What follows belongs to an exercise in optimizing a design on an open flow for small area, a short achievable clock period and few clock cycles; a production flow would make more cautious choices. In this exercise RTL edits were held to simulation tests only and were not proved equivalent to the original. Power and IR drop assume default switching activity.

## v27
// rab_inv_range_ctrl
module rab_inv_range_ctrl #(
   parameter int unsigned AW               = 32,
   parameter int unsigned N_SLICES         = 16,
   parameter int unsigned L2_N_SETS        = 32,
   parameter int unsigned L2_N_SET_ENTRIES = 32,
   parameter int unsigned PG_BITS          = 12
) (
   input  logic                                              Clk_CI,
   input  logic                                              Rst_RI,
   input  logic [AW-1:0]                                     AwAddr_DI,
   input  logic                                              AwValid_SI,
   output logic                                              AwReady_SO,
   input  logic [AW-1:0]                                     WData_DI,
   input  logic                                              WValid_SI,
   output logic                                              WReady_SO,
   output logic [1:0]                                        BResp_DO,
   output logic                                              BValid_SO,
   input  logic                                              BReady_SI,
   input  logic [N_SLICES*AW-1:0]                            L1First_DI,
   input  logic [N_SLICES*AW-1:0]                            L1Last_DI,
   output logic [N_SLICES-1:0]                               L1Inv_SO,
   output logic [$clog2(L2_N_SETS*L2_N_SET_ENTRIES)-1:0]     L2Addr_DO,
   output logic                                              L2Rd_SO,
   input  logic [AW-PG_BITS-1:0]                             L2RdVpn_DI,
   input  logic                                              L2RdValid_DI,
   output logic                                              L2ClrValid_SO,
   output logic                                              Busy_SO
);
   localparam int unsigned N_ENTRIES = L2_N_SETS * L2_N_SET_ENTRIES;
   localparam int unsigned IW        = $clog2(N_ENTRIES);
   localparam logic [IW-1:0] SWEEP_FIRST = '0;
   localparam logic [IW-1:0] SWEEP_LAST  = IW'(1) << (IW-1);
   function automatic logic [IW-1:0] nxt(input logic [IW-1:0] s);
  ...
export LEC_CHECK = 0
export ABC_CLOCK_PERIOD_IN_PS = 3000
export CAP_MARGIN = 20
export CORE_AREA = 5 5 225 225
export DIE_AREA = 0 0 230 230
export SETUP_SLACK_MARGIN = 4
export SLEW_MARGIN = 20
create_clock -name core_clock -period 7.0 [get_ports {Clk_CI}]
standard.sh (not shown) runs the stock make flow with config.mk's settings and CLKGATE_MAP_FILE= SYNTH_SCRIPT=/design/flow/synth_recipe.tcl, a recipe that flattens the netlist after the stock synthesis.
==> flow/flow/run.sh <==
#!/bin/bash
# Standard layout, with the port buffers made from the smallest buffer cell and the pins
# packed one track apart, so that a smaller die holds all of them.
set -euo pipefail
export BUFFER_PORTS_ARGS="-buffer_cell sky130_fd_sc_hd__buf_1"
export PLACE_PINS_ARGS="-min_distance 1 -min_distance_in_tracks"
bash standard.sh > standard.log 2>&1
Testbench counts of v27, summed over its fixed seeds: cycles 102,010.
> inputs changed (v27 -> v11)
# v27
export LEC_CHECK = 0
export ABC_CLOCK_PERIOD_IN_PS = 3000
export CAP_MARGIN = 20
export CORE_AREA = 5 5 225 225
export DIE_AREA = 0 0 230 230
export SETUP_SLACK_MARGIN = 4
export SLEW_MARGIN = 20
create_clock -name core_clock -period 7.0 [get_ports {Clk_CI}]
# v11
export LEC_CHECK = 0
export ABC_CLOCK_PERIOD_IN_PS = 3000
export CAP_MARGIN = 20
export CORE_AREA = 5 5 395 395
export DIE_AREA = 0 0 400 400
export SETUP_SLACK_MARGIN = 4
export SLEW_MARGIN = 20
create_clock -name core_clock -period 7.0 [get_ports {Clk_CI}]
==> flow/flow/run.sh <==
#!/bin/bash
# Standard layout, with the port buffers made from the smallest buffer cell.
set -euo pipefail
export BUFFER_PORTS_ARGS="-buffer_cell sky130_fd_sc_hd__buf_1"
bash standard.sh > standard.log 2>&1
### Flow results
- Diff v27 -> v11: post-layout worst setup margin shows a reduction of 0.11 ns, met1 routing resource usage after global routing saw a decrease, fraction of power consumed by the clock network fell by 0.6 points, routed via count decreased by 209 relative to the old numbers, clock buffer and inverter area fraction after layout shrank by 0.24 points.
- Non-clock buffer count in v11 is 71 above v27.
- Re aggregate routed wire length: v11 and v27 aren't equal, and the higher value belongs to v11.
- Comparing v11 and v27, the higher sequential power is on v11.
- From v11 to v27, synthesized netlist net count did not move at all.
- v11 vs. v27: static leakage power grew by 7.5%; count of filler cells inserted in the layout grew by 12,400.
The inputs of v50 differ from those of v11 as listed below.
# v11
export LEC_CHECK = 0
export ABC_CLOCK_PERIOD_IN_PS = 3000
export CAP_MARGIN = 20
export CORE_AREA = 5 5 395 395
export DIE_AREA = 0 0 400 400
export SETUP_SLACK_MARGIN = 4
export SLEW_MARGIN = 20
create_clock -name core_clock -period 7.0 [get_ports {Clk_CI}]
# v50
export LEC_CHECK = 0
export ABC_CLOCK_PERIOD_IN_PS = 2500
export CAP_MARGIN = 20
export CORE_AREA = 5 5 395 395
export DIE_AREA = 0 0 400 400
export SETUP_SLACK_MARGIN = 4.5
export SLEW_MARGIN = 20
create_clock -name core_clock -period 7.0 [get_ports {Clk_CI}]
### Flow results
- [v50] count of plain and timing-repair buffers rose 73 relative to v11
- The critical path depth number comes out lower for v11 vs v50.
- Taking v11 as the reference, in v50 maximum vdd drop went down by 0.0061 mV; number of diodes added for antenna fixing went down by 11%.
- v50 ended up with sky130_fd_sc_hd__or4_1 as its cell with the biggest individual delay on the critical path; v11 ended up with sky130_fd_sc_hd__a221oi_1.
- Changes observed in v50 relative to v11: final period utilization now smaller, layout net count now larger, setup slack of the most critical reg-to-reg path now larger, cell count now larger, mux contribution to synthesized area comparable.
- On v50: via count is 2.0% higher than what v11 gave.
[inputs] v25 vs v50
# v50
export LEC_CHECK = 0
export ABC_CLOCK_PERIOD_IN_PS = 2500
export CAP_MARGIN = 20
export CORE_AREA = 5 5 395 395
export DIE_AREA = 0 0 400 400
export SETUP_SLACK_MARGIN = 4.5
export SLEW_MARGIN = 20
create_clock -name core_clock -period 7.0 [get_ports {Clk_CI}]
# v25
export LEC_CHECK = 0
export CAP_MARGIN = 20
export CORE_AREA = 5 5 225 225
export CTS_CLUSTER_SIZE = 30
export DIE_AREA = 0 0 230 230
export SETUP_SLACK_MARGIN = 4.25
export SLEW_MARGIN = 20
create_clock -name core_clock -period 7.0 [get_ports {Clk_CI}]
==> flow/flow/run.sh <==
#!/bin/bash
# Standard layout, with the port buffers made from the smallest buffer cell and the pins
# packed one track apart, so that a smaller die holds all of them.
set -euo pipefail
export BUFFER_PORTS_ARGS="-buffer_cell sky130_fd_sc_hd__buf_1"
export PLACE_PINS_ARGS="-min_distance 1 -min_distance_in_tracks"
bash standard.sh > standard.log 2>&1
## What came out
- v25 vs. v50: cell internal power dissipation decreased by 8.7% relative to the old numbers; actual slew at the worst max-slew pin increased by 0.055 ns relative to the old numbers.
- Critical path depth: v25 and v50 compared, higher one is v50
- v25 — worst setup slack 0.11 ns higher, v50 as reference
- Multi-input combinational cell area, v25 and v50: higher on v50
- Number of buffers outside the clock class in the layout ends up higher on v50.
> inputs changed (v25 -> v41)
# v25
export LEC_CHECK = 0
export CAP_MARGIN = 20
export CORE_AREA = 5 5 225 225
export CTS_CLUSTER_SIZE = 30
export DIE_AREA = 0 0 230 230
export SETUP_SLACK_MARGIN = 4.25
export SLEW_MARGIN = 20
create_clock -name core_clock -period 7.0 [get_ports {Clk_CI}]
# v41
export LEC_CHECK = 0
export CAP_MARGIN = 20
export CORE_AREA = 5 5 395 395
export DIE_AREA = 0 0 400 400
export SETUP_SLACK_MARGIN = 3.5
export SLEW_MARGIN = 20
create_clock -name core_clock -period 7.0 [get_ports {Clk_CI}]
==> flow/flow/run.sh <==
#!/bin/bash
# Standard layout, with the port buffers made from the smallest buffer cell.
set -euo pipefail
export BUFFER_PORTS_ARGS="-buffer_cell sky130_fd_sc_hd__buf_1"
bash standard.sh > standard.log 2>&1
==> comparison <==
- v41 has switching power summed over all nets above what v25 had.
- Between v41 and v25, it is v41 whose clock network fraction of total power is higher, by 0.3 points.
- Of v25 and v41, v41 shows the lower via total after detailed routing, with v25 above it.
- Taking v41 as 1.0, v25 lands at 0.808 on maximum vdd drop.
- Cell area on v41 is up relative to v25.
- From v25 to v41 the numbers moved as follows: met2 track demand over resource in global routing -32 points, leakage power has decreased, highest clock frequency the design can meet shows a reduction of 14%, wire length of the first global-routing pass shows an increase of 45 mm.
- In the final design statistics, v41 uses more standard cells in total than v25.
- | number of global-route vias before repair | v41 vs v25 | about 8% lower |

what the ideal ports hide:
How much do the figures lean on ideal ports? The routed layouts below were timed once more, with nothing changed but the port constraints.
Step 1 assumes that a clkbuf_16 drives the clock port and a buf_2 every other input.
Step 2 moves the port delays by t, midway between the first and last clock arrival at a register: inputs arrive t later, outputs are due t later. That takes back most of the time a late clock gives input paths.
Slacks: ideal / step 1 / step 2; pairs: ideal / step 1.
run	t (ns)	setup slack, ns	worst setup path after step 2
v27	0.474	4.010 / 3.968 / 3.624	input to register
v11	0.575	3.901 / 3.944 / 3.369	input to register
v50	0.567	3.989 / 3.989 / 3.540	input to register
v25	0.494	4.102 / 4.114 / 3.620	input to register
v41	0.570	3.638 / 3.576 / 3.407	input to register
After both steps setup and hold are still met in every run listed. For v11, which loses most, drivers alone change the setup slack by +0.043 ns; drivers and shift together by -0.532 ns.
